This is an optimization exercise on Yosys and OpenROAD, whose aim is small area, a short achievable clock period and few clock cycles per item, not a production implementation. In this exercise RTL edits were held to simulation tests only and were not proved equivalent to the original. Power figures rest on the tool's default switching activity, not on a simulated workload.

**design/flow/design.v**
```verilog
package ffpa_pkg;
   localparam int MAX_EXTENTS_DEF     = 64;
   localparam int PAGE_INDEX_BITS_DEF = 20;
   localparam logic [1:0] ST_OK   = 2'd0;
   localparam logic [1:0] ST_MISS = 2'd1;
   localparam logic [1:0] ST_ZERO = 2'd2;
   localparam logic [1:0] ST_FULL = 2'd3;
   localparam logic [1:0] OP_ALLOC = 2'd0;
   localparam logic [1:0] OP_FREE  = 2'd1;
   localparam logic [1:0] OP_ADD   = 2'd2;
   localparam logic [1:0] OP_BAD   = 2'd3;
   localparam logic [3:0] A_NONE     = 4'd0;
   localparam logic [3:0] A_LOAD     = 4'd1;
   localparam logic [3:0] A_READ     = 4'd2;
   localparam logic [3:0] A_STEP     = 4'd3;
   localparam logic [3:0] A_ALLOC_WR = 4'd4;
   localparam logic [3:0] A_MRG_BOTH = 4'd5;
   localparam logic [3:0] A_MRG_PREV = 4'd6;
   localparam logic [3:0] A_MRG_NEXT = 4'd7;
   localparam logic [3:0] A_UP_INIT  = 4'd8;
   localparam logic [3:0] A_UP_RD    = 4'd9;
   localparam logic [3:0] A_UP_WR    = 4'd10;
   localparam logic [3:0] A_INS_WR   = 4'd11;
   localparam logic [3:0] A_RM_INIT  = 4'd12;
   localparam logic [3:0] A_DN_RD    = 4'd13;
   localparam logic [3:0] A_DN_WR    = 4'd14;
   localparam logic [3:0] A_RM_DONE  = 4'd15;
   typedef struct packed {
      logic [3:0] act;
      logic       set_status;
      logic [1:0] status;
      logic       page_set;
      logic       tot_add;
      logic       tot_sub;
   } ffpa_cmd_type;
   typedef struct packed {
      logic op_bad;
      logic is_alloc;
      logic zero_count;
      logic scan_end;
      logic fit;
      logic exact;
      logic past;
      logic with_prev;
      logic with_next;
      logic full;
      logic up_done;
      logic dn_done;
   } ffpa_stat_type;
endpackage
import ffpa_pkg::*;
module ffpa_controller (
   input  logic                    clock,
   input  logic                    reset,
   input  logic                    start,
   output logic                    busy,
   output logic                    rsp_strobe,
   output ffpa_pkg::ffpa_cmd_type  cmd,
   input  ffpa_pkg::ffpa_stat_type stat
);
   localparam logic [3:0] S_IDLE   = 4'd0;
   localparam logic [3:0] S_CHECK  = 4'd1;
   localparam logic [3:0] S_SCAN   = 4'd2;
   localparam logic [3:0] S_EXAM   = 4'd3;
   localparam logic [3:0] S_PLACE  = 4'd4;
   localparam logic [3:0] S_UP     = 4'd5;
   localparam logic [3:0] S_UPW    = 4'd6;
   localparam logic [3:0] S_REMOVE = 4'd7;
   localparam logic [3:0] S_DNW    = 4'd8;
   localparam logic [3:0] S_RESP   = 4'd9;
   logic [3:0] state_ff, state_in;
   always_comb begin
      state_in       = state_ff;
      cmd            = '0;
      cmd.act        = A_NONE;
      case (state_ff)
         S_IDLE: begin
            if (start) begin
               cmd.act  = A_LOAD;
               state_in = S_CHECK;
            end
         end
         S_CHECK: begin
            if (stat.op_bad) begin
               cmd.set_status = 1'b1;
               cmd.status     = ST_MISS;
               state_in       = S_RESP;
            end else if (stat.zero_count) begin
               cmd.set_status = 1'b1;
               cmd.status     = ST_ZERO;
               state_in       = S_RESP;
            end else begin
               state_in = S_SCAN;
            end
         end
         S_SCAN: begin
            if (stat.scan_end) begin
               if (stat.is_alloc) begin
                  cmd.set_status = 1'b1;
                  cmd.status     = ST_MISS;
                  state_in       = S_RESP;
               end else begin
                  state_in = S_PLACE;
               end
            end else begin
               cmd.act  = A_READ;
               state_in = S_EXAM;
            end
         end
         S_EXAM: begin
            if (stat.is_alloc) begin
               if (stat.fit) begin
                  cmd.set_status = 1'b1;
                  cmd.status     = ST_OK;
                  cmd.page_set   = 1'b1;
                  cmd.tot_sub    = 1'b1;
                  if (stat.exact) begin
                     cmd.act  = A_RM_INIT;
                     state_in = S_REMOVE;
                  end else begin
                     cmd.act  = A_ALLOC_WR;
                     state_in = S_RESP;
                  end
               end else begin
                  cmd.act  = A_STEP;
                  state_in = S_SCAN;
               end
            end else if (stat.past) begin
               state_in = S_PLACE;
            end else begin
               cmd.act  = A_STEP;
               state_in = S_SCAN;
            end
         end
         S_PLACE: begin
            cmd.status = ST_OK;
            if (stat.with_prev && stat.with_next) begin
               cmd.act        = A_MRG_BOTH;
               cmd.set_status = 1'b1;
               cmd.tot_add    = 1'b1;
               state_in       = S_REMOVE;
            end else if (stat.with_prev) begin
               cmd.act        = A_MRG_PREV;
               cmd.set_status = 1'b1;
               cmd.tot_add    = 1'b1;
               state_in       = S_RESP;
            end else if (stat.with_next) begin
               cmd.act        = A_MRG_NEXT;
               cmd.set_status = 1'b1;
               cmd.tot_add    = 1'b1;
               state_in       = S_RESP;
            end else if (stat.full) begin
               cmd.set_status = 1'b1;
               cmd.status     = ST_FULL;
               state_in       = S_RESP;
            end else begin
               cmd.act  = A_UP_INIT;
               state_in = S_UP;
            end
         end
         S_UP: begin
            if (stat.up_done) begin
               cmd.act        = A_INS_WR;
               cmd.set_status = 1'b1;
               cmd.status     = ST_OK;
               cmd.tot_add    = 1'b1;
               state_in       = S_RESP;
            end else begin
               cmd.act  = A_UP_RD;
               state_in = S_UPW;
            end
         end
         S_UPW: begin
            cmd.act  = A_UP_WR;
            state_in = S_UP;
         end
         S_REMOVE: begin
            if (stat.dn_done) begin
               cmd.act  = A_RM_DONE;
               state_in = S_RESP;
            end else begin
               cmd.act  = A_DN_RD;
               state_in = S_DNW;
            end
         end
         S_DNW: begin
            cmd.act  = A_DN_WR;
            state_in = S_REMOVE;
         end
         S_RESP: begin
            state_in = S_IDLE;
         end
         default: begin
            state_in = S_IDLE;
         end
      endcase
   end
   always_ff @(posedge clock) begin
      if (reset) begin
         state_ff <= S_IDLE;
      end else begin
         state_ff <= state_in;
      end
   end
   assign busy       = (state_ff != S_IDLE);
   assign rsp_strobe = (state_ff == S_RESP);
endmodule
import ffpa_pkg::*;
module ffpa_datapath #(
   parameter int MAX_EXTENTS     = ffpa_pkg::MAX_EXTENTS_DEF,
   parameter int PAGE_INDEX_BITS = ffpa_pkg::PAGE_INDEX_BITS_DEF
) (
   input  logic                         clock,
   input  logic                         reset,
   input  ffpa_pkg::ffpa_cmd_type       cmd,
   output ffpa_pkg::ffpa_stat_type      stat,
   input  logic [1:0]                   req_opcode,
   input  logic [PAGE_INDEX_BITS-1:0]   req_base_page,
   input  logic [PAGE_INDEX_BITS:0]     req_page_count,
   output logic [1:0]                   rsp_status,
   output logic [PAGE_INDEX_BITS-1:0]   rsp_result_page,
   output logic [PAGE_INDEX_BITS:0]     rsp_free_total
);
   localparam int PW = PAGE_INDEX_BITS;
   localparam int AW = $clog2(MAX_EXTENTS);
   localparam int IW = $clog2(MAX_EXTENTS + 1);
   localparam logic [IW-1:0] MAX_CNT = IW'(MAX_EXTENTS);
   logic [PW+PW:0] mem [MAX_EXTENTS];
   logic [1:0]    op_ff;
   logic [PW-1:0] base_ff;
   logic [PW:0]   count_ff;
   logic [IW-1:0] idx_ff, j_ff, used_ff;
   logic [PW:0]   total_ff;
   logic [PW-1:0] prev_start_ff;
   logic [PW:0]   prev_len_ff;
   logic [PW-1:0] rd_start_ff;
   logic [PW:0]   rd_len_ff;
   logic [1:0]    status_ff;
   logic [PW-1:0] page_ff;
   logic          rd_en, wr_en;
   logic [AW-1:0] rd_addr, wr_addr;
   logic [PW-1:0] wr_start;
   logic [PW:0]   wr_len;
   logic [PW:0]   room, count_in;
   logic [PW+1:0] prev_end, tot_sum;
   logic [IW-1:0] idx_m1, j_m1, j_p1;
   assign idx_m1 = idx_ff - IW'(1);
   assign j_m1   = j_ff - IW'(1);
   assign j_p1   = j_ff + IW'(1);
   assign room     = {1'b1, {PW{1'b0}}} - {1'b0, req_base_page};
   assign count_in = (req_opcode != OP_ALLOC && req_page_count > room) ? room : req_page_count;
   assign prev_end = {1'b0, prev_len_ff} + {2'b00, prev_start_ff};
   assign tot_sum  = {1'b0, total_ff} + {1'b0, count_ff};
   always_comb begin
      stat.op_bad     = (op_ff == OP_BAD);
      stat.is_alloc   = (op_ff == OP_ALLOC);
      stat.zero_count = (count_ff == '0);
      stat.scan_end   = (idx_ff == used_ff);
      stat.fit        = (rd_len_ff >= count_ff);
      stat.exact      = (rd_len_ff == count_ff);
      stat.past       = (rd_start_ff > base_ff);
      stat.with_prev  = (op_ff == OP_FREE) && (idx_ff != '0) && (prev_end == {2'b00, base_ff});
      stat.with_next  = (op_ff == OP_FREE) && (idx_ff != used_ff) &&
                        (({1'b0, base_ff} + count_ff) == {1'b0, rd_start_ff});
      stat.full       = (used_ff == MAX_CNT);
      stat.up_done    = (j_ff == idx_ff);
      stat.dn_done    = (j_p1 >= used_ff);
   end
   always_comb begin
      rd_en    = 1'b0;
      rd_addr  = idx_ff[AW-1:0];
      wr_en    = 1'b0;
      wr_addr  = idx_ff[AW-1:0];
      wr_start = rd_start_ff;
      wr_len   = rd_len_ff;
      case (cmd.act)
         A_READ: begin
            rd_en = 1'b1;
         end
         A_UP_RD: begin
            rd_en   = 1'b1;
            rd_addr = j_m1[AW-1:0];
         end
         A_DN_RD: begin
            rd_en   = 1'b1;
            rd_addr = j_p1[AW-1:0];
         end
         A_ALLOC_WR: begin
            wr_en    = 1'b1;
            wr_start = rd_start_ff + count_ff[PW-1:0];
            wr_len   = rd_len_ff - count_ff;
         end
         A_MRG_BOTH: begin
            wr_en    = 1'b1;
            wr_addr  = idx_m1[AW-1:0];
            wr_start = prev_start_ff;
            wr_len   = prev_len_ff + count_ff + rd_len_ff;
         end
         A_MRG_PREV: begin
            wr_en    = 1'b1;
            wr_addr  = idx_m1[AW-1:0];
            wr_start = prev_start_ff;
            wr_len   = prev_len_ff + count_ff;
         end
         A_MRG_NEXT: begin
            wr_en    = 1'b1;
            wr_start = base_ff;
            wr_len   = rd_len_ff + count_ff;
         end
         A_UP_WR, A_DN_WR: begin
            wr_en   = 1'b1;
            wr_addr = j_ff[AW-1:0];
         end
         A_INS_WR: begin
            wr_en    = 1'b1;
            wr_start = base_ff;
            wr_len   = count_ff;
         end
         default: begin
         end
      endcase
   end
   always_ff @(posedge clock) begin
      if (wr_en) begin
         mem[wr_addr] <= {wr_start, wr_len};
      end
      if (rd_en) begin
         {rd_start_ff, rd_len_ff} <= mem[rd_addr];
      end
   end
   always_ff @(posedge clock) begin
      if (cmd.act == A_LOAD) begin
         op_ff    <= req_opcode;
         base_ff  <= req_base_page;
         count_ff <= count_in;
         page_ff  <= '0;
      end else if (cmd.page_set) begin
         page_ff <= rd_start_ff;
      end
      if (cmd.act == A_STEP) begin
         prev_start_ff <= rd_start_ff;
         prev_len_ff   <= rd_len_ff;
      end
      if (cmd.set_status) begin
         status_ff <= cmd.status;
      end
   end
   always_ff @(posedge clock) begin
      if (reset) begin
         idx_ff   <= '0;
         j_ff     <= '0;
         used_ff  <= '0;
         total_ff <= '0;
      end else begin
         case (cmd.act)
            A_LOAD:     idx_ff <= '0;
            A_STEP:     idx_ff <= idx_ff + IW'(1);
            A_UP_INIT:  j_ff <= used_ff;
            A_UP_WR:    j_ff <= j_m1;
            A_INS_WR:   used_ff <= used_ff + IW'(1);
            A_MRG_BOTH, A_RM_INIT: j_ff <= idx_ff;
            A_DN_WR:    j_ff <= j_p1;
            A_RM_DONE:  used_ff <= used_ff - IW'(1);
            default: begin
            end
         endcase
         if (cmd.tot_add) begin
            total_ff <= tot_sum[PW+1] ? {(PW+1){1'b1}} : tot_sum[PW:0];
         end else if (cmd.tot_sub) begin
            total_ff <= (total_ff > count_ff) ? total_ff - count_ff : '0;
         end
      end
   end
   assign rsp_status      = status_ff;
   assign rsp_result_page = page_ff;
   assign rsp_free_total  = total_ff;
endmodule
import ffpa_pkg::*;
module first_fit_page_allocator #(
   parameter int MAX_EXTENTS     = ffpa_pkg::MAX_EXTENTS_DEF,
   parameter int PAGE_INDEX_BITS = ffpa_pkg::PAGE_INDEX_BITS_DEF
) (
   input  logic                         clock,
   input  logic                         reset,
   input  logic                         start,
   output logic                         busy,
   input  logic [1:0]                   req_opcode,
   input  logic [PAGE_INDEX_BITS-1:0]   req_base_page,
   input  logic [PAGE_INDEX_BITS:0]     req_page_count,
   output logic                         rsp_strobe,
   output logic [1:0]                   rsp_status,
   output logic [PAGE_INDEX_BITS-1:0]   rsp_result_page,
   output logic [PAGE_INDEX_BITS:0]     rsp_free_total
);
   ffpa_pkg::ffpa_cmd_type  cmd;
   ffpa_pkg::ffpa_stat_type stat;
   ffpa_controller u_ctrl (
      .clock      (clock),
      .reset      (reset),
      .start      (start),
      .busy       (busy),
      .rsp_strobe (rsp_strobe),
      .cmd        (cmd),
      .stat       (stat)
   );
   ffpa_datapath #(
      .MAX_EXTENTS     (MAX_EXTENTS),
      .PAGE_INDEX_BITS (PAGE_INDEX_BITS)
   ) u_dp (
      .clock           (clock),
      .reset           (reset),
      .cmd             (cmd),
      .stat            (stat),
      .req_opcode      (req_opcode),
      .req_base_page   (req_base_page),
      .req_page_count  (req_page_count),
      .rsp_status      (rsp_status),
      .rsp_result_page (rsp_result_page),
      .rsp_free_total  (rsp_free_total)
   );
endmodule
```
**design/flow/config.mk**
```make
export PLATFORM = sky130hd
export DESIGN_NAME = first_fit_page_allocator
export DESIGN_NICKNAME = first_fit_page_allocator
export VERILOG_FILES = /design/flow/design.v
export SDC_FILE = /design/flow/constraint.sdc
export NUM_CORES = 4
export LEC_CHECK = 0
export CAP_MARGIN = 20
export CORE_MARGIN = 2
export CORE_UTILIZATION = 40
export PLACE_DENSITY = 0.6
export SLEW_MARGIN = 20
```
**design/flow/constraint.sdc**
```tcl
create_clock -name core_clock -period 10.0 [get_ports {clock}]
set_input_delay 2.0000 -clock core_clock [delete_from_list [all_inputs] [get_ports {clock}]]
set_output_delay 2.0000 -clock core_clock [all_outputs]
set_load 0.01 [all_outputs]
```
**design/flow/run.sh**
```bash
#!/bin/bash
# synth_recipe.tcl (not shown) runs the flow's synth.tcl, then flattens the netlist and writes it again
# the make line also repeats each setting of config.mk as NAME=value (left out here)
make -C /OpenROAD-flow-scripts/flow DESIGN_CONFIG=/design/flow/config.mk WORK_HOME=/design/flow/orfs CLKGATE_MAP_FILE= SYNTH_SCRIPT=/design/flow/synth_recipe.tcl finish
```
==> results of run 1 <==
[worst max-delay path: cells and delay by family, from the launching register on]
kind / cells / cell delay [ps]
adder cells (fa/ha/maj): 4 / 1250
flip-flops: 1 / 410
AND/OR/NAND/NOR: 9 / 2330
AO/OA/AOI/OAI: 17 / 3920
XOR/XNOR: 2 / 330
multiplexers: 1 / 370
buffers and inverters: 4 / 810
[logic make-up (layout without fill, tap and decap cells)]
group / count (synthesis) / in the layout / synth area share
AND/OR/NAND/NOR: 1551 / 1551 / 0.05751
multiplexers: 640 / 640 / 0.1048
flip-flops: 2817 / 2817 / 0.7004
buffers and inverters: 536 / 1108 / 0.01851
adder cells (fa/ha/maj): 234 / 234 / 0.02500
AO/OA/AOI/OAI: 1371 / 1372 / 0.07833
other: 0 / 13 / 0
XOR/XNOR: 211 / 211 / 0.01542
[sequential cells by signal, indices dropped and copies added, names as in the netlist]
signal / cells
u_dp.idx_ff: 7
u_dp.base_ff: 20
u_ctrl.state_ff: 4
u_dp.mem: 2624
u_dp.rd_start_ff: 20
u_dp.used_ff: 7
u_dp.page_ff: 20
u_dp.count_ff: 21
u_dp.op_ff: 2
u_dp.status_ff: 2
u_dp.prev_len_ff: 21
u_dp.total_ff: 21
u_dp.prev_start_ff: 20
u_dp.rd_len_ff: 21
u_dp.j_ff: 7
[repair_timing]
| item | CTS | global route |
|---|---|---|
| endpoints found under the setup margin | 40 | 365 |
| hold buffers | 0 | 0 |
| pin swaps | 2 | 1 |
| gates resized for setup | 0 | 8 |
| cloned | 1 | 0 |
| setup buffers | 2 | 2 |
[layer usage]
metal | track usage | part of all wire
met1 | 0.3190 | 0.40
met2 | 0.3913 | 0.48
met3 | 0.04056 | 0.084
met4 | 0.09717 | 0.044
met5 | 0 | 0.00011
[power breakdown]
group          internal [mW]  total (mW)  switching (mW)
clock network           5.90        10.4            4.46
logic                   2.85        7.49            4.64
registers               13.7        13.9           0.232
total                   22.4        31.8            9.34
[cells in the final DEF, fill, tap and decap left out, types with 63 or more instances in the layout]
cell type | synthesis | final
sky130_fd_sc_hd__dfxtp_1 | 66 | 66
sky130_fd_sc_hd__nand3_1 | 156 | 156
sky130_fd_sc_hd__nand4_1 | 75 | 75
sky130_fd_sc_hd__nor2_1 | 364 | 322
sky130_fd_sc_hd__a22o_1 | 165 | 165
sky130_fd_sc_hd__inv_1 | 139 | 139
sky130_fd_sc_hd__ha_1 | 225 | 225
sky130_fd_sc_hd__clkinv_1 | 0 | 67
sky130_fd_sc_hd__clkdlybuf4s50_1 | 0 | 90
sky130_fd_sc_hd__mux4_2 | 490 | 490
sky130_fd_sc_hd__clkbuf_1 | 243 | 63
sky130_fd_sc_hd__o31ai_1 | 95 | 92
sky130_fd_sc_hd__a31oi_1 | 112 | 97
sky130_fd_sc_hd__a21oi_1 | 255 | 237
sky130_fd_sc_hd__mux2i_1 | 130 | 130
sky130_fd_sc_hd__xor2_1 | 64 | 64
sky130_fd_sc_hd__nor3_1 | 82 | 72
sky130_fd_sc_hd__a21o_1 | 95 | 95
sky130_fd_sc_hd__edfxtp_1 | 2751 | 2751
sky130_fd_sc_hd__clkbuf_16 | 0 | 308
sky130_fd_sc_hd__buf_4 | 2 | 258
sky130_fd_sc_hd__nand2_1 | 677 | 663
sky130_fd_sc_hd__o21ai_0 | 261 | 248
sky130_fd_sc_hd__xnor2_1 | 147 | 147
sky130_fd_sc_hd__a22oi_1 | 92 | 92
sky130_fd_sc_hd__buf_12 | 0 | 110
[layout make-up]
cell class,instances,area [um2],share of cell area
diodes,13,32.53,0.0002354
clock inverters,136,949.7,0.006872
well taps,3939,4928,0.03566
flip-flops and latches,2817,83930,0.6073
multi-input cells,4008,34800,0.2518
inverters,140,525.5,0.003802
repair buffers,460,5075,0.03672
clock buffers,372,7958,0.05758
[worst max-delay path by stage]
stage                                              from                    endpoint  slack (ps)  cells past startpoint
after detailed placement  u_dp.prev_len_ff[0]$_DFFE_PP_  u_dp.mem[43][19]$_DFFE_PP_         -30                     36
after CTS                 u_dp.prev_len_ff[0]$_DFFE_PP_  u_dp.mem[40][19]$_DFFE_PP_         110                     37
after floorplan           u_dp.prev_len_ff[0]$_DFFE_PP_   u_dp.mem[28][0]$_DFFE_PP_        -190                     21
final                     u_dp.prev_len_ff[0]$_DFFE_PP_  u_dp.mem[33][19]$_DFFE_PP_         380                     37
after global routing      u_dp.prev_len_ff[0]$_DFFE_PP_  u_dp.mem[27][20]$_DFFE_PP_          20                     36
after global placement    u_dp.prev_len_ff[0]$_DFFE_PP_  u_dp.mem[43][19]$_DFFE_PP_         -60                     36
[metrics by stage]
step                cells  worst slack, ps
floorplan            7360           -193.4
global placement    11360           -61.61
detailed placement  11360           -31.42
CTS                 11870            107.5
global route        11870            17.94
finish              11890            378.1
==> results.py, run 1 <==
metrics = {
    "outcome": {
        "status": "complete, no violations",
    },
    "sta": {
        "setup-tns-final_ps": 0,
        "slew_violations": 0,
        "report.final.hold_viol_count": 0,
        "fin_crit_ps": 9622,
        "maxClockFrequency_mhz": 103.9,
        "timing.final.crit_share": 0.9622,
        "finClkSkew_ps": 40.42,
        "tightestPinTransition_ps": 1192,
        "timing.final.setup_violations": 0,
        "rsz_0062_raised_after_global_routing": "false",
        "holdWs_ps": 496.1,
        "timing.max_slew.rel_slack": 0.2023,
    },
    "detailed_routing": {
        "avgRoutedWirePerCell_um": 31.15,
        "routed-via-count": 71400,
        "via_per_inst": 6.008,
        "drt_pre_antenna_iters": 6,
        "route.antenna.remaining_nets": 0,
        "route.final.wire_length_um": 370200,
        "drc": 0,
        "drt-initial-drc-count": 8943,
    },
    "clock_network": {
        "cts.path.max_buffers": 4,
        "clock-root-buffer": "sky130_fd_sc_hd__clkbuf_16",
        "tritoncts": "yes",
        "cts-buffers-inserted": 297,
        "ctsHtreeMaxLevel": 5,
        "tritoncts_sinks": 2817,
        "clock_insertion_delay_worst_skew_ps": 870,
        "clk_pin_slew_worst_paths_ps": 60,
    },
    "die": {
        "number_of_ports_placed_on_the_die_boundary": 91,
        "initial_utilization": 0.4028,
        "die_w_um": 551.3,
        "die_area_mm2": 0.3040,
        "placeableCoreArea_mm2": 0.2975,
        "fp-row-count": 200,
        "die-height_um": 551.3,
    },
    "layout": {
        "drive_gt1_frac": 0.1818,
        "area.growth.synth_to_final_pct": 15.33,
        "design_area_mm2": 0.1382,
        "total_nets_final": 8004,
        "num-fill-cells": 25120,
        "layout.core_utilization": 0.4645,
    },
    "yosys": {
        "synthArstFlopShare": 0,
        "yosys.cell_types.count": 103,
        "postSynthRegisterBits": 2817,
        "yosysMostFrequentCell": "sky130_fd_sc_hd__edfxtp_1",
        "post-synth-top-area-fraction": 0.6894,
        "synthesis.area_per_instance_um2": 16.28,
        "post_synth_inst_count": 7360,
        "synthesized_area_mm2": 0.1198,
        "edff_count_synth": 2751,
        "synth.top_cells.by_count": "sky130_fd_sc_hd__edfxtp_1 (2751), sky130_fd_sc_hd__nand2_1 (677), sky130_fd_sc_hd__mux4_2 (490), sky130_fd_sc_hd__nor2_1 (364), sky130_fd_sc_hd__o21ai_0 (261)",
        "netlist_top_cells_area": "sky130_fd_sc_hd__edfxtp_1 (69%), sky130_fd_sc_hd__mux4_2 (9.2%), sky130_fd_sc_hd__ha_1 (2.3%)",
        "ys.flop_type": "sky130_fd_sc_hd__edfxtp_1",
        "ys.warnings.count": 2,
        "synth_top_area_cell": "sky130_fd_sc_hd__edfxtp_1",
        "mappedNetlistNets": 7640,
        "seq_area_frac_synth": 0.7004,
    },
    "grt": {
        "grt_use_total": 0.2395,
        "grt_antenna_before_repair": 14,
        "grt_first_pass_wirelength_um": 519600,
        "grt_max_degree": 87,
        "number_of_global_route_vias_before_repair": 70020,
        "global_route_total_overflow": 0,
    },
    "pwr": {
        "report.power.total_mw": 31.75,
        "power_per_cell_area_mw_per_mm2": 229.7,
        "static-leakage-power_nw": 45.97,
        "irDropWorstVdd_mv": 0.1238,
    },
    "critical_path": {
        "worst_ep_required_time_ps": 10680,
        "end_kind": "flop",
        "max_stage_delay_ps": 560,
        "worst_r2r_endpoint": "u_dp.mem[33][19]$_DFFE_PP_",
        "r2r_start": "u_dp.prev_len_ff[0]$_DFFE_PP_",
        "worstSetupPathType": "reg2reg",
        "ff2ff_setup_slack_ps": 380,
        "path_max_fanout": 40,
        "cpMaxStageDelayCell": "sky130_fd_sc_hd__or4_1",
        "ff2ff_path_depth": 37,
        "cp.arrival_ps": 10300,
        "timing.critical_path.from_type": "flop",
    },
    "min_path": {
        "timing.hold.worst_path_depth": 2,
        "whs_endpoint": "u_dp.page_ff[6]$_SDFFE_PP0P_",
        "min_from": "u_dp.page_ff[6]$_SDFFE_PP0P_",
        "holdCritPathClass": "reg2reg",
    },
    "placed_design": {
        "dpl.hpwl_um": 225300,
        "postPlaceCellArea_mm2": 0.1292,
        "gp_congestion": 0.9372,
        "buffer_ports.inserted": 90,
    },
    "job": {
        "max_cap_violations": 0,
    },
}
Testbench counts, summed over its fixed seeds: cycles 601,746, requests 12,000.
==> run 2, diff against run 1 <==
--- a/design/flow/design.v
+++ b/design/flow/design.v
@@ -32,6 +32,7 @@
       logic       page_set;
       logic       tot_add;
       logic       tot_sub;
+      logic       rd2;
    } ffpa_cmd_type;
    typedef struct packed {
       logic op_bad;
@@ -46,6 +47,9 @@
       logic full;
       logic up_done;
       logic dn_done;
+      logic scan_last;
+      logic up_last;
+      logic dn_last;
    } ffpa_stat_type;
 endpackage
 import ffpa_pkg::*;
@@ -89,12 +93,7 @@
                cmd.set_status = 1'b1;
                cmd.status     = ST_ZERO;
                state_in       = S_RESP;
-            end else begin
-               state_in = S_SCAN;
-            end
-         end
-         S_SCAN: begin
-            if (stat.scan_end) begin
+            end else if (stat.scan_end) begin
                if (stat.is_alloc) begin
                   cmd.set_status = 1'b1;
                   cmd.status     = ST_MISS;
@@ -108,28 +107,34 @@
             end
          end
          S_EXAM: begin
-            if (stat.is_alloc) begin
-               if (stat.fit) begin
-                  cmd.set_status = 1'b1;
-                  cmd.status     = ST_OK;
-                  cmd.page_set   = 1'b1;
-                  cmd.tot_sub    = 1'b1;
-                  if (stat.exact) begin
-                     cmd.act  = A_RM_INIT;
-                     state_in = S_REMOVE;
-                  end else begin
-                     cmd.act  = A_ALLOC_WR;
-                     state_in = S_RESP;
-                  end
+            if (stat.is_alloc && stat.fit) begin
+               cmd.set_status = 1'b1;
+               cmd.status     = ST_OK;
+               cmd.page_set   = 1'b1;
+               cmd.tot_sub    = 1'b1;
+               if (stat.exact) begin
+                  cmd.act  = A_RM_INIT;
+                  state_in = S_REMOVE;
                end else begin
-                  cmd.act  = A_STEP;
-                  state_in = S_SCAN;
+                  cmd.act  = A_ALLOC_WR;
+                  state_in = S_RESP;
                end
-            end else if (stat.past) begin
+            end else if (!stat.is_alloc && stat.past) begin
                state_in = S_PLACE;
             end else begin
-               cmd.act  = A_STEP;
-               state_in = S_SCAN;
+               cmd.act = A_STEP;
+               if (stat.scan_last) begin
+                  if (stat.is_alloc) begin
+                     cmd.set_status = 1'b1;
+                     cmd.status     = ST_MISS;
+                     state_in       = S_RESP;
+                  end else begin
+                     state_in = S_PLACE;
+                  end
+               end else begin
+                  cmd.rd2  = 1'b1;
+                  state_in = S_EXAM;
+               end
             end
          end
          S_PLACE: begin
@@ -171,8 +176,13 @@
             end
          end
          S_UPW: begin
-            cmd.act  = A_UP_WR;
-            state_in = S_UP;
+            cmd.act = A_UP_WR;
+            if (stat.up_last) begin
+               state_in = S_UP;
+            end else begin
+               cmd.rd2  = 1'b1;
+               state_in = S_UPW;
+            end
          end
          S_REMOVE: begin
             if (stat.dn_done) begin
@@ -184,11 +194,21 @@
             end
          end
          S_DNW: begin
-            cmd.act  = A_DN_WR;
-            state_in = S_REMOVE;
+            cmd.act = A_DN_WR;
+            if (stat.dn_last) begin
+               state_in = S_REMOVE;
+            end else begin
+               cmd.rd2  = 1'b1;
+               state_in = S_DNW;
+            end
          end
          S_RESP: begin
-            state_in = S_IDLE;
+            if (start) begin
+               cmd.act  = A_LOAD;
+               state_in = S_CHECK;
+            end else begin
+               state_in = S_IDLE;
+            end
          end
          default: begin
             state_in = S_IDLE;
@@ -202,7 +222,7 @@
          state_ff <= state_in;
       end
    end
-   assign busy       = (state_ff != S_IDLE);
+   assign busy       = (state_ff != S_IDLE) && (state_ff != S_RESP);
    assign rsp_strobe = (state_ff == S_RESP);
 endmodule
 import ffpa_pkg::*;
@@ -243,10 +263,14 @@
    logic [PW:0]   wr_len;
    logic [PW:0]   room, count_in;
    logic [PW+1:0] prev_end, tot_sum;
-   logic [IW-1:0] idx_m1, j_m1, j_p1;
+   logic [IW-1:0] idx_m1, j_m1, j_p1, idx_p1, j_m2;
+   logic [IW:0]   j_p2;
    assign idx_m1 = idx_ff - IW'(1);
    assign j_m1   = j_ff - IW'(1);
    assign j_p1   = j_ff + IW'(1);
+   assign idx_p1 = idx_ff + IW'(1);
+   assign j_m2   = j_ff - IW'(2);
+   assign j_p2   = {1'b0, j_ff} + (IW+1)'(2);
    assign room     = {1'b1, {PW{1'b0}}} - {1'b0, req_base_page};
    assign count_in = (req_opcode != OP_ALLOC && req_page_count > room) ? room : req_page_count;
    assign prev_end = {1'b0, prev_len_ff} + {2'b00, prev_start_ff};
@@ -265,6 +289,9 @@
       stat.full       = (used_ff == MAX_CNT);
       stat.up_done    = (j_ff == idx_ff);
       stat.dn_done    = (j_p1 >= used_ff);
+      stat.scan_last  = (idx_p1 == used_ff);
+      stat.up_last    = (j_m1 == idx_ff);
+      stat.dn_last    = (j_p2 >= {1'b0, used_ff});
    end
    always_comb begin
       rd_en    = 1'b0;
@@ -307,9 +334,21 @@
             wr_start = base_ff;
             wr_len   = rd_len_ff + count_ff;
          end
-         A_UP_WR, A_DN_WR: begin
+         A_STEP: begin
+            rd_en   = cmd.rd2;
+            rd_addr = idx_p1[AW-1:0];
+         end
+         A_UP_WR: begin
+            wr_en   = 1'b1;
+            wr_addr = j_ff[AW-1:0];
+            rd_en   = cmd.rd2;
+            rd_addr = j_m2[AW-1:0];
+         end
+         A_DN_WR: begin
             wr_en   = 1'b1;
             wr_addr = j_ff[AW-1:0];
+            rd_en   = cmd.rd2;
+            rd_addr = j_p2[AW-1:0];
          end
          A_INS_WR: begin
             wr_en    = 1'b1;
==> results.py, run 2 <==
metrics = {
    "yosys": {
        "synth_top_area_cell": "sky130_fd_sc_hd__edfxtp_1",
        "ys.warnings.count": 2,
        "synthesis.area_per_instance_um2": 13.25,
        "seq_area_frac_synth": 0.6791,
        "synthesized_area_mm2": 0.1236,
        "synth.top_cells.by_count": "sky130_fd_sc_hd__edfxtp_1 (2751), sky130_fd_sc_hd__nand2_1 (1658), sky130_fd_sc_hd__mux2i_1 (843), sky130_fd_sc_hd__nand3_1 (559), sky130_fd_sc_hd__a21oi_1 (554)",
        "post-synth-top-area-fraction": 0.6684,
        "edff_count_synth": 2751,
        "synthArstFlopShare": 0,
        "yosys.cell_types.count": 94,
        "postSynthRegisterBits": 2817,
        "post_synth_inst_count": 9331,
        "netlist_top_cells_area": "sky130_fd_sc_hd__edfxtp_1 (67%), sky130_fd_sc_hd__mux2i_1 (6.8%), sky130_fd_sc_hd__nand2_1 (5.0%)",
        "yosysMostFrequentCell": "sky130_fd_sc_hd__edfxtp_1",
        "ys.flop_type": "sky130_fd_sc_hd__edfxtp_1",
        "mappedNetlistNets": 9621,
    },
    "critical_path": {
        "worstSetupPathType": "reg2reg",
        "end_kind": "flop",
        "r2r_start": "u_dp.base_ff[0]$_DFFE_PN_",
        "worst_path_dominant_cell_family": "simple AND/OR/NAND/NOR gates",
        "worst_ep_required_time_ps": 10550,
        "worst-path-buf-inv": 5,
        "ff2ff_path_depth": 30,
        "cp.arrival_ps": 10320,
        "ff2ff_setup_slack_ps": 230,
        "worst_r2r_endpoint": "u_dp.rd_len_ff[10]$_DFFE_PP_",
        "max_stage_delay_ps": 1000,
        "cpMaxStageDelayCell": "sky130_fd_sc_hd__a2111oi_2",
        "worst_path_most_repeated_cell": "sky130_fd_sc_hd__buf_4",
        "timing.critical_path.from_type": "flop",
        "path_max_fanout": 48,
    },
    "die": {
        "number_of_ports_placed_on_the_die_boundary": 91,
        "placeableCoreArea_mm2": 0.3081,
        "die-height_um": 559.9,
        "die_area_mm2": 0.3135,
        "die_w_um": 559.9,
        "fp-row-count": 204,
        "initial_utilization": 0.4012,
    },
    "layout": {
        "largest_reg_flops": 2624,
        "drive_gt1_frac": 0.1125,
        "layout.core_utilization": 0.4643,
        "finalNonFillerCells": 14070,
        "most_frequent_standard_cell_in_the_layout_excluding_fill_and_tap_cells": "sky130_fd_sc_hd__edfxtp_1",
        "final-seq-area_mm2": 0.08393,
        "num-fill-cells": 26930,
        "total_nets_final": 9998,
        "multi_input_comb_area_mm2": 0.03774,
        "top_register_by_number_of_flip_flops": "u_dp.mem",
        "area.growth.synth_to_final_pct": 15.73,
        "most-common-layout-cells": "sky130_fd_sc_hd__edfxtp_1 (2751), sky130_fd_sc_hd__nand2_1 (1648), sky130_fd_sc_hd__mux2i_1 (843)",
    },
    "clock_network": {
        "clk_pin_slew_worst_paths_ps": 60,
        "tritoncts": "yes",
        "clock_insertion_delay_worst_skew_ps": 930,
        "ctsHoldBuffers": 0,
        "cts.path.max_buffers": 4,
        "ctsHtreeMaxLevel": 5,
        "tritoncts_sinks": 2817,
        "cts-buffers-inserted": 306,
        "clock-root-buffer": "sky130_fd_sc_hd__clkbuf_16",
    },
    "pwr": {
        "static-leakage-power_nw": 49.71,
        "irDropWorstVdd_mv": 0.2227,
        "power_per_cell_area_mw_per_mm2": 345.2,
    },
    "detailed_routing": {
        "drc": 0,
        "routed-via-count": 83800,
        "via_per_inst": 5.955,
        "drt-initial-drc-count": 10200,
        "route.antenna.remaining_nets": 0,
        "drt_pre_antenna_iters": 9,
        "route.final.wire_length_um": 420000,
        "avgRoutedWirePerCell_um": 29.85,
    },
    "sta": {
        "fin_crit_ps": 9773,
        "timing.final.setup_violations": 0,
        "timing.max_slew.rel_slack": 0.2037,
        "finClkSkew_ps": 60.31,
        "slew_violations": 0,
        "maxClockFrequency_mhz": 102.3,
        "setup-tns-final_ps": 0,
        "timing.final.crit_share": 0.9773,
        "report.final.hold_viol_count": 0,
        "tightestPinTransition_ps": 1178,
    },
    "placed_design": {
        "gp_congestion": 0.9498,
        "placedCellCount": 13510,
        "dpl.hpwl_um": 260600,
        "buffer_ports.inserted": 90,
    },
    "job": {
        "max_cap_violations": 0,
    },
    "outcome": {
        "status": "complete, no violations",
    },
    "min_path": {
        "min_from": "u_dp.page_ff[18]$_SDFFE_PN0P_",
        "whs_endpoint": "u_dp.page_ff[18]$_SDFFE_PN0P_",
        "holdCritPathClass": "reg2reg",
        "timing.hold.worst_path_depth": 2,
    },
    "grt": {
        "grt_antenna_before_repair": 14,
        "grt_first_pass_wirelength_um": 590900,
        "number_of_global_route_vias_before_repair": 79610,
        "grt_use_total": 0.2601,
        "global_route_total_overflow": 0,
        "grt_max_degree": 120,
    },
}
==> run 2: changes by cell type after synthesis, sizes merged, moves of 152 or more <==
| cell | delta |
|---|---|
| nand2 | +980 |
| mux2i | +713 |
| mux4 | -490 |
| nand3 | +404 |
| a21oi | +297 |
| o21ai | -178 |
| a22o | -158 |
| o22ai | +152 |
==> run 2: logic make-up (layout without fill, tap and decap cells) <==
family / Yosys count / after routing / share of synthesized area
buffers and inverters: 672 / 1284 / 0.02379
and+or+nand+nor: 3063 / 3063 / 0.1112
xor gates and xnor gates: 191 / 191 / 0.01353
AOI/OAI and AO/OA: 1479 / 1479 / 0.07694
other: 0 / 8 / 0
DFF: 2817 / 2817 / 0.6791
muxes: 865 / 865 / 0.07027
adders and majority gates: 244 / 244 / 0.02525
==> run 2: worst reg2reg max path, delay by kind of cell, from the launching register on <==
kind                     cells  cell delay, ps
buffers and inverters        5            1520
XOR/XNOR                     1             170
adder cells (fa/ha/maj)      3             850
AND/OR/NAND/NOR             14            4240
flip-flops                   1             480
AO/OA/AOI/OAI                7            2140
==> run 2: final cells by class <==
type                    instances  share of cell area
flip-flops and latches       2817              0.5867
multi-input cells            5842              0.2638
clock buffers                 367             0.05623
repair buffers                586             0.04241
well taps                    4120             0.03604
clock inverters               176             0.01053
inverters                     155            0.004067
diodes                          8           0.0001399
==> run 2: worst max path at each step <==
stage                               startpoint                             end  depth (start not counted)
floorplan           u_dp.count_ff[0]$_DFFE_PN_       u_dp.mem[0][20]$_DFFE_PP_                         38
finish               u_dp.base_ff[0]$_DFFE_PN_    u_dp.rd_len_ff[10]$_DFFE_PP_                         30
detailed placement  u_dp.base_ff[10]$_DFFE_PN_      u_dp.mem[18][17]$_DFFE_PP_                         37
CTS                  u_dp.base_ff[0]$_DFFE_PN_      u_dp.mem[16][17]$_DFFE_PP_                         40
global route         u_dp.base_ff[0]$_DFFE_PN_      u_dp.mem[28][17]$_DFFE_PP_                         40
global placement     u_dp.base_ff[0]$_DFFE_PN_  u_dp.rd_start_ff[13]$_DFFE_PP_                         30
==> run 2: what timing repair did <==
| action | in CTS | in global routing |
|---|---|---|
| setup endpoints to repair | 64 | 236 |
| gates resized for setup | 3 | 7 |
| setup buffers | 4 | 2 |
| pin swaps | 1 | 1 |
| endpoints found under the hold margin | 0 | 0 |
| cloned | 0 | 0 |
==> run 2: power by group <==
group          switching, mW  leakage, nW  internal, mW
clock network           4.74         4.65          6.18
registers              0.511         25.3          16.2
logic                   14.8         19.8          6.96
==> run 2: metrics by stage <==
| stage | setup slack (ps) | area [um2] | hold WS (ps) | power (mW) |
|---|---|---|---|---|
| final | 227.2 | 143000 | 456.2 | 49.38 |
| after global routing | -44.98 | 143000 | 472.5 | 51.47 |
| after CTS | 79.38 | 142900 | 456.4 | 49.15 |
| after detailed placement | -103.6 | 133300 | 448.5 | 38.21 |
| after global placement | -2350 | 133100 | 442.9 | 37.83 |
| after floorplan | -236.5 | 123600 | 457.0 | 29.58 |
==> run 2: routing by layer <==
metal / up-vias / global-route usage / part of all wire
li1: 36110 / - / -
met1: 42560 / 0.3492 / 0.40
met4: 0 / 0.1046 / 0.045
met2: 4217 / 0.4189 / 0.47
met5: - / 0 / 0
met3: 918 / 0.04495 / 0.087
Testbench counts of run 2, summed over its fixed seeds: cycles 315,166, requests 12,000.
==> run 3, diff against run 2 <==
--- a/design/flow/config.mk
+++ b/design/flow/config.mk
@@ -9,4 +9,5 @@
 export CORE_MARGIN = 2
 export CORE_UTILIZATION = 40
 export PLACE_DENSITY = 0.6
+export SETUP_SLACK_MARGIN = 0.3
 export SLEW_MARGIN = 20
==> results.py, run 3 <==
metrics = {
    "clock_network": {
        "clock_insertion_delay_worst_skew_ps": 940,
        "cts-buffers-inserted": 304,
        "tritoncts_sinks": 2817,
        "ctsHtreeMaxLevel": 5,
        "tritoncts": "yes",
        "clk_pin_slew_worst_paths_ps": 60,
        "clock-root-buffer": "sky130_fd_sc_hd__clkbuf_16",
        "cts.path.max_buffers": 4,
    },
    "die": {
        "die_area_mm2": 0.3135,
        "fp-row-count": 204,
        "placeableCoreArea_mm2": 0.3081,
        "number_of_ports_placed_on_the_die_boundary": 91,
        "initial_utilization": 0.4012,
        "die_w_um": 559.9,
        "die-height_um": 559.9,
    },
    "layout": {
        "area.growth.synth_to_final_pct": 15.70,
        "most_frequent_standard_cell_in_the_layout_excluding_fill_and_tap_cells": "sky130_fd_sc_hd__edfxtp_1",
        "most-common-layout-cells": "sky130_fd_sc_hd__edfxtp_1 (2751), sky130_fd_sc_hd__nand2_1 (1648), sky130_fd_sc_hd__mux2i_1 (843)",
        "largest_reg_flops": 2624,
        "layout.core_utilization": 0.4642,
        "drive_gt1_frac": 0.1130,
        "top_register_by_number_of_flip_flops": "u_dp.mem",
        "finalNonFillerCells": 14070,
        "total_nets_final": 9991,
    },
    "critical_path": {
        "max_stage_delay_ps": 840,
        "timing.critical_path.from_type": "flop",
        "cp.arrival_ps": 10180,
        "worstSetupPathType": "reg2reg",
        "worst_ep_required_time_ps": 10620,
        "end_kind": "flop",
        "path_max_fanout": 17,
        "worst_path_most_repeated_cell": "sky130_fd_sc_hd__buf_4",
        "cpMaxStageDelayCell": "sky130_fd_sc_hd__nor4_1",
        "ff2ff_path_depth": 31,
    },
    "pwr": {
        "power.share.switching": 0.4056,
        "irDropWorstVdd_mv": 0.2408,
        "power.clock.fraction": 0.223,
        "static-leakage-power_nw": 49.76,
        "seq_power_share": 0.335,
        "power_per_cell_area_mw_per_mm2": 347.6,
        "power.combinational.fraction": 0.441,
        "report.power.total_mw": 49.70,
        "p_switching_mw": 20.16,
        "cell_internal_pwr_mw": 29.55,
    },
    "yosys": {
        "netlist_top_cells_area": "sky130_fd_sc_hd__edfxtp_1 (67%), sky130_fd_sc_hd__mux2i_1 (6.8%), sky130_fd_sc_hd__nand2_1 (5.0%)",
        "postSynthRegisterBits": 2817,
        "ys.flop_type": "sky130_fd_sc_hd__edfxtp_1",
        "yosys.cell_types.count": 94,
        "post_synth_inst_count": 9331,
        "edff_count_synth": 2751,
        "synth.top_cells.by_count": "sky130_fd_sc_hd__edfxtp_1 (2751), sky130_fd_sc_hd__nand2_1 (1658), sky130_fd_sc_hd__mux2i_1 (843), sky130_fd_sc_hd__nand3_1 (559), sky130_fd_sc_hd__a21oi_1 (554)",
        "synth_top_area_cell": "sky130_fd_sc_hd__edfxtp_1",
        "yosysMostFrequentCell": "sky130_fd_sc_hd__edfxtp_1",
        "ys.warnings.count": 2,
        "synthArstFlopShare": 0,
        "seq_area_frac_synth": 0.6791,
        "synthesized_area_mm2": 0.1236,
        "post-synth-top-area-fraction": 0.6684,
        "synthesis.area_per_instance_um2": 13.25,
        "mappedNetlistNets": 9621,
    },
    "detailed_routing": {
        "drt_pre_antenna_iters": 6,
        "via_per_inst": 5.936,
        "avgRoutedWirePerCell_um": 29.85,
        "drc": 0,
        "routed-via-count": 83490,
        "drt-initial-drc-count": 10640,
        "route.antenna.remaining_nets": 0,
        "route.final.wire_length_um": 419800,
    },
    "sta": {
        "timing.max_slew.rel_slack": 0.1520,
        "timing.final.crit_share": 0.9557,
        "report.final.hold_viol_count": 0,
        "holdWs_ps": 452.5,
        "rsz_0062_raised_after_global_routing": "false",
        "tightestPinTransition_ps": 1272,
        "postLayoutSetupSlackWorst_ps": 443.0,
        "maxClockFrequency_mhz": 104.6,
        "timing.final.setup_violations": 0,
        "fin_crit_ps": 9557,
        "finClkSkew_ps": 85.10,
        "slew_violations": 0,
    },
    "placed_design": {
        "buffer_ports.inserted": 90,
        "pre_cts_ws_ps": 348.7,
        "placedCellCount": 13510,
        "dpl.hpwl_um": 261800,
        "gp_congestion": 0.9408,
    },
    "grt": {
        "grt_first_pass_wirelength_um": 587700,
        "number_of_global_route_vias_before_repair": 78920,
        "grt_antenna_before_repair": 11,
        "global_route_total_overflow": 0,
        "grt_max_degree": 107,
        "grt_use_total": 0.2590,
    },
    "min_path": {
        "holdCritPathClass": "reg2reg",
        "timing.hold.worst_path_depth": 2,
    },
    "job": {
        "max_cap_violations": 0,
    },
    "outcome": {
        "status": "complete, no violations",
    },
}
run 3: critical path: cells and delay by family, from the launching register on:
kind	cells	cell delay (ps)
xor+xnor	1	160
fa+ha+maj	3	850
buf+inv	6	1620
simple gates	15	4430
flops	1	400
compound gates	6	1740
run 3: path summary, 6_finish.rpt:
kind	end	start	slack, ps
worst min-delay path	u_dp.page_ff[0]$_SDFFE_PN0P_	u_dp.page_ff[0]$_SDFFE_PN0P_	450
worst min register to register	u_dp.page_ff[0]$_SDFFE_PN0P_	u_dp.page_ff[0]$_SDFFE_PN0P_	450
worst max register to register	u_dp.rd_start_ff[0]$_DFFE_PP_	u_dp.count_ff[0]$_DFFE_PN_	440
worst max-delay path	u_dp.rd_start_ff[0]$_DFFE_PP_	u_dp.count_ff[0]$_DFFE_PN_	440
run 3: area by class of cell:
cell class	count	area, um2
Tap cell	4120	5155
Sequential cell	2817	83930
Multi-Input combinational cell	5843	37850
Fill cell	26910	165100
Clock buffer	361	7980
Antenna cell	5	12.51
Inverter	155	581.8
Clock inverter	184	1704
Timing Repair Buffer	580	5784
run 3: power groups by stage:
stage | Combinational [mW] | Sequential (mW) | Clock, mW
4_1_cts | 21.5 | 16.6 | 11.2
2_1_floorplan | 12.7 | 16.9 | 0
6_report | 21.9 | 16.7 | 11.1
3_5_place_dp | 21.4 | 16.9 | 0
3_3_place_gp | 20.9 | 16.9 | 0
5_1_grt | 23.3 | 16.7 | 11.7
run 3: what timing repair did:
item | in CTS | in global routing
cloned | 0 | 1
endpoints found under the hold margin | 0 | 0
setup endpoints to repair | 1 | 484
resized for setup | 1 | 16
setup buffers | 0 | 2
hold buffers | 0 | 0
pin swaps | 0 | 2
run 3: metrics by stage:
step                instance area [um2]  setup TNS (ps)
floorplan                        123600               0
global placement                 132800           -8811
detailed placement               133100               0
CTS                              142800               0
global route                     143000               0
finish                           143000               0
run 3: cells by family after synthesis:
logic type | after synthesis | synth area share
flops | 2817 | 0.6791
mux | 865 | 0.07027
fa+ha+maj | 244 | 0.02525
simple gates | 3063 | 0.1112
compound gates | 1479 | 0.07694
buf+inv | 672 | 0.02379
xor+xnor | 191 | 0.01353
run 3: metal layers:
metal,GRT usage,routed length (um)
met1,0.3459,167200
met2,0.4224,197900
met3,0.04157,36210
met4,0.1023,18460
met5,0,17
==> run 4, diff against run 3 <==
--- a/design/flow/config.mk
+++ b/design/flow/config.mk
@@ -7,7 +7,7 @@
 export LEC_CHECK = 0
 export CAP_MARGIN = 20
 export CORE_MARGIN = 2
-export CORE_UTILIZATION = 40
-export PLACE_DENSITY = 0.6
-export SETUP_SLACK_MARGIN = 0.3
+export CORE_UTILIZATION = 35
+export PLACE_DENSITY = 0.55
+export SETUP_SLACK_MARGIN = 0.5
 export SLEW_MARGIN = 20
==> results.py, run 4 <==
metrics = {
    "sta": {
        "fin_crit_ps": 9143,
        "maxClockFrequency_mhz": 109.4,
        "slew_violations": 0,
        "setup-tns-final_ps": 0,
        "timing.final.crit_share": 0.9143,
        "timing.final.setup_violations": 0,
        "rsz_0062_raised_after_global_routing": "false",
        "tightestPinTransition_ps": 1213,
        "timing.max_slew.rel_slack": 0.1891,
        "report.final.hold_viol_count": 0,
        "finClkSkew_ps": 52.20,
    },
    "layout": {
        "most-common-layout-cells": "sky130_fd_sc_hd__edfxtp_1 (2751), sky130_fd_sc_hd__nand2_1 (1649), sky130_fd_sc_hd__mux2i_1 (843)",
        "most_frequent_standard_cell_in_the_layout_excluding_fill_and_tap_cells": "sky130_fd_sc_hd__edfxtp_1",
        "largest_reg_flops": 2624,
        "top_register_by_number_of_flip_flops": "u_dp.mem",
        "drive_gt1_frac": 0.1108,
        "layout.core_utilization": 0.4089,
        "total_nets_final": 9979,
        "area.growth.synth_to_final_pct": 16.51,
    },
    "yosys": {
        "synthesized_area_mm2": 0.1236,
        "netlist_top_cells_area": "sky130_fd_sc_hd__edfxtp_1 (67%), sky130_fd_sc_hd__mux2i_1 (6.8%), sky130_fd_sc_hd__nand2_1 (5.0%)",
        "yosysMostFrequentCell": "sky130_fd_sc_hd__edfxtp_1",
        "ys.flop_type": "sky130_fd_sc_hd__edfxtp_1",
        "postSynthRegisterBits": 2817,
        "seq_area_frac_synth": 0.6791,
        "synth_top_area_cell": "sky130_fd_sc_hd__edfxtp_1",
        "synth.top_cells.by_count": "sky130_fd_sc_hd__edfxtp_1 (2751), sky130_fd_sc_hd__nand2_1 (1658), sky130_fd_sc_hd__mux2i_1 (843), sky130_fd_sc_hd__nand3_1 (559), sky130_fd_sc_hd__a21oi_1 (554)",
        "ys.warnings.count": 2,
        "synthesis.area_per_instance_um2": 13.25,
        "mappedNetlistNets": 9621,
        "post-synth-top-area-fraction": 0.6684,
        "post_synth_inst_count": 9331,
        "synthArstFlopShare": 0,
        "yosys.cell_types.count": 94,
        "edff_count_synth": 2751,
    },
    "clock_network": {
        "clock_insertion_delay_worst_skew_ps": 930,
        "ctsHoldBuffers": 0,
        "clk_pin_slew_worst_paths_ps": 60,
        "tritoncts": "yes",
        "tritoncts_sinks": 2817,
        "clock-root-buffer": "sky130_fd_sc_hd__clkbuf_16",
        "ctsHtreeMaxLevel": 5,
        "cts.path.max_buffers": 4,
        "cts-buffers-inserted": 309,
    },
    "job": {
        "max_cap_violations": 0,
    },
    "critical_path": {
        "end_kind": "flop",
        "worst_ep_required_time_ps": 10630,
        "cpMaxStageDelayCell": "sky130_fd_sc_hd__nor4_1",
        "ff2ff_setup_slack_ps": 860,
        "worst_r2r_endpoint": "u_dp.rd_start_ff[1]$_DFFE_PP_",
        "path_max_fanout": 13,
        "worst_path_most_repeated_cell": "sky130_fd_sc_hd__buf_4",
        "crit_path_start": "u_dp.base_ff[0]$_DFFE_PN_",
        "ff2ff_path_depth": 29,
        "worstSetupPathType": "reg2reg",
        "max_stage_delay_ps": 600,
        "cp.arrival_ps": 9770,
        "timing.critical_path.from_type": "flop",
        "r2r_start": "u_dp.base_ff[0]$_DFFE_PN_",
    },
    "pwr": {
        "p_switching_mw": 19.63,
        "irDropWorstVdd_mv": 0.2092,
        "power.share.switching": 0.3998,
        "seq_power_share": 0.342,
        "power_per_cell_area_mw_per_mm2": 341.0,
        "power.combinational.fraction": 0.428,
        "cell_internal_pwr_mw": 29.47,
        "power.clock.fraction": 0.229,
        "report.power.total_mw": 49.11,
        "static-leakage-power_nw": 49.78,
    },
    "die": {
        "die-height_um": 598.3,
        "initial_utilization": 0.3510,
        "placeableCoreArea_mm2": 0.3521,
        "die_w_um": 598.3,
        "number_of_ports_placed_on_the_die_boundary": 91,
        "fp-row-count": 218,
        "die_area_mm2": 0.3579,
    },
    "detailed_routing": {
        "route.final.wire_length_um": 431300,
        "via_per_inst": 5.677,
        "avgRoutedWirePerCell_um": 29.42,
        "drc": 0,
        "drt_pre_antenna_iters": 8,
        "routed-via-count": 83240,
        "route.antenna.remaining_nets": 0,
        "drt-initial-drc-count": 9986,
    },
    "min_path": {
        "min_from": "u_dp.page_ff[18]$_SDFFE_PN0P_",
        "holdCritPathClass": "reg2reg",
        "whs_endpoint": "u_dp.page_ff[18]$_SDFFE_PN0P_",
        "timing.hold.worst_path_depth": 2,
    },
    "grt": {
        "global_route_total_overflow": 0,
        "grt_antenna_before_repair": 21,
        "grt_use_total": 0.2343,
        "grt_max_degree": 97,
        "grt_first_pass_wirelength_um": 603000,
        "number_of_global_route_vias_before_repair": 79650,
    },
    "placed_design": {
        "dpl.hpwl_um": 269400,
        "gp_congestion": 0.9163,
        "buffer_ports.inserted": 90,
    },
    "outcome": {
        "status": "complete, no violations",
    },
}
-- run 4: cell counts after synthesis --
Identical to the previous run, type by type.
-- run 4: final cells by class --
class                   instances  area (um2)
fillers                     32350      208100
flip-flops and latches       2817       83930
multi-input cells            5842       37800
clock buffers                 386        8168
well taps                    4730        5918
repair buffers                564        5911
clock inverters               163        1678
inverters                     155       581.8
diodes                          5       12.51
-- run 4: power groups by stage --
stage	Sequential (mW)	Combinational (mW)	Clock (mW)
after floorplan	16.9	12.7	0
after detailed placement	17.0	20.6	0
after CTS	16.8	20.7	11.4
after global placement	17.0	20.3	0
final	16.8	21.0	11.3
after global routing	16.8	22.6	11.9
-- run 4: cells by family after synthesis --
| logic type | share of synthesized area |
|---|---|
| xor+xnor | 0.01353 |
| buf+inv | 0.02379 |
| flops | 0.6791 |
| compound gates | 0.07694 |
| mux | 0.07027 |
| fa+ha+maj | 0.02525 |
| simple gates | 0.1112 |
-- run 4: worst max-delay path by stage --
stage	endpoint	slack (ps)
after detailed placement	u_dp.rd_start_ff[8]$_DFFE_PP_	90
after global routing	u_dp.mem[35][17]$_DFFE_PP_	510
final	u_dp.rd_start_ff[1]$_DFFE_PP_	860
after floorplan	u_dp.mem[0][15]$_DFFE_PP_	500
after global placement	u_dp.rd_start_ff[13]$_DFFE_PP_	-1300
after CTS	u_dp.mem[49][17]$_DFFE_PP_	520
-- run 4: worst max-delay path: cells and delay by family (launching register included) --
kind / cells / cell delay (ps)
simple gates: 14 / 4390
compound gates: 7 / 1690
buf+inv: 4 / 1160
fa+ha+maj: 3 / 970
flops: 1 / 420
xor+xnor: 1 / 170
-- run 4: layer usage --
metal	global-route usage	part of all wire	up-vias
met5	0	0.00013	-
met4	0.07661	0.035	8
met3	0.03553	0.079	769
met2	0.3897	0.48	3803
met1	0.3136	0.41	42580
li1	-	-	36080
-- run 4: through the flow --
stage	area [um2]	setup slack [ps]	hold slack, ps	instances
after floorplan	123600	503.9	457.0	9331
after global placement	133800	-1304	444.9	14100
after detailed placement	133900	91.15	447.4	14100
after CTS	143800	520.6	454.1	14650
after global routing	144000	507.0	473.0	14660
final	144000	857.2	450.8	14660
-- run 4: timing repair --
item,in CTS,in global routing
cloned,0,1
pin swaps,1,8
setup endpoints to repair,204,560
resized for setup,11,16
setup buffers,0,5

[static timing again, ports no longer ideal]
The flow's constraints put no driver on any port. The routed layouts listed below were extracted and timed again, unchanged, in two steps.
Step 1 sets driving cells, clkbuf_16 on the clock port and buf_2 on the other inputs (assumed; they add their load-dependent delay and slew).
Step 2 also shifts input and output timing later by t, the mid clock arrival at the registers, as if the neighbouring blocks saw the same clock.
a / b / c = ideal ports / drivers / drivers and shift; a / b = the first two.
| run | t, ns | setup WS [ns] | latest minus earliest clock arrival (ns) | worst register clock-pin slew, ns | worst slew at a driven data input, ns |
|---|---|---|---|---|---|
| run 1 | 0.961 | 0.378 / 0.378 / 0.378 | 0.043 / 0.044 | 0.07 / 0.07 | 0.04 |
| run 2 | 0.990 | 0.227 / 0.227 / 0.227 | 0.061 / 0.061 | 0.07 / 0.07 | 0.10 |
| run 3 | 1.000 | 0.443 / 0.443 / 0.443 | 0.085 / 0.085 | 0.07 / 0.07 | 0.05 |
| run 4 | 1.000 | 0.857 / 0.857 / 0.857 | 0.053 / 0.053 | 0.07 / 0.07 | 0.05 |
After both steps every run listed still meets setup and hold.
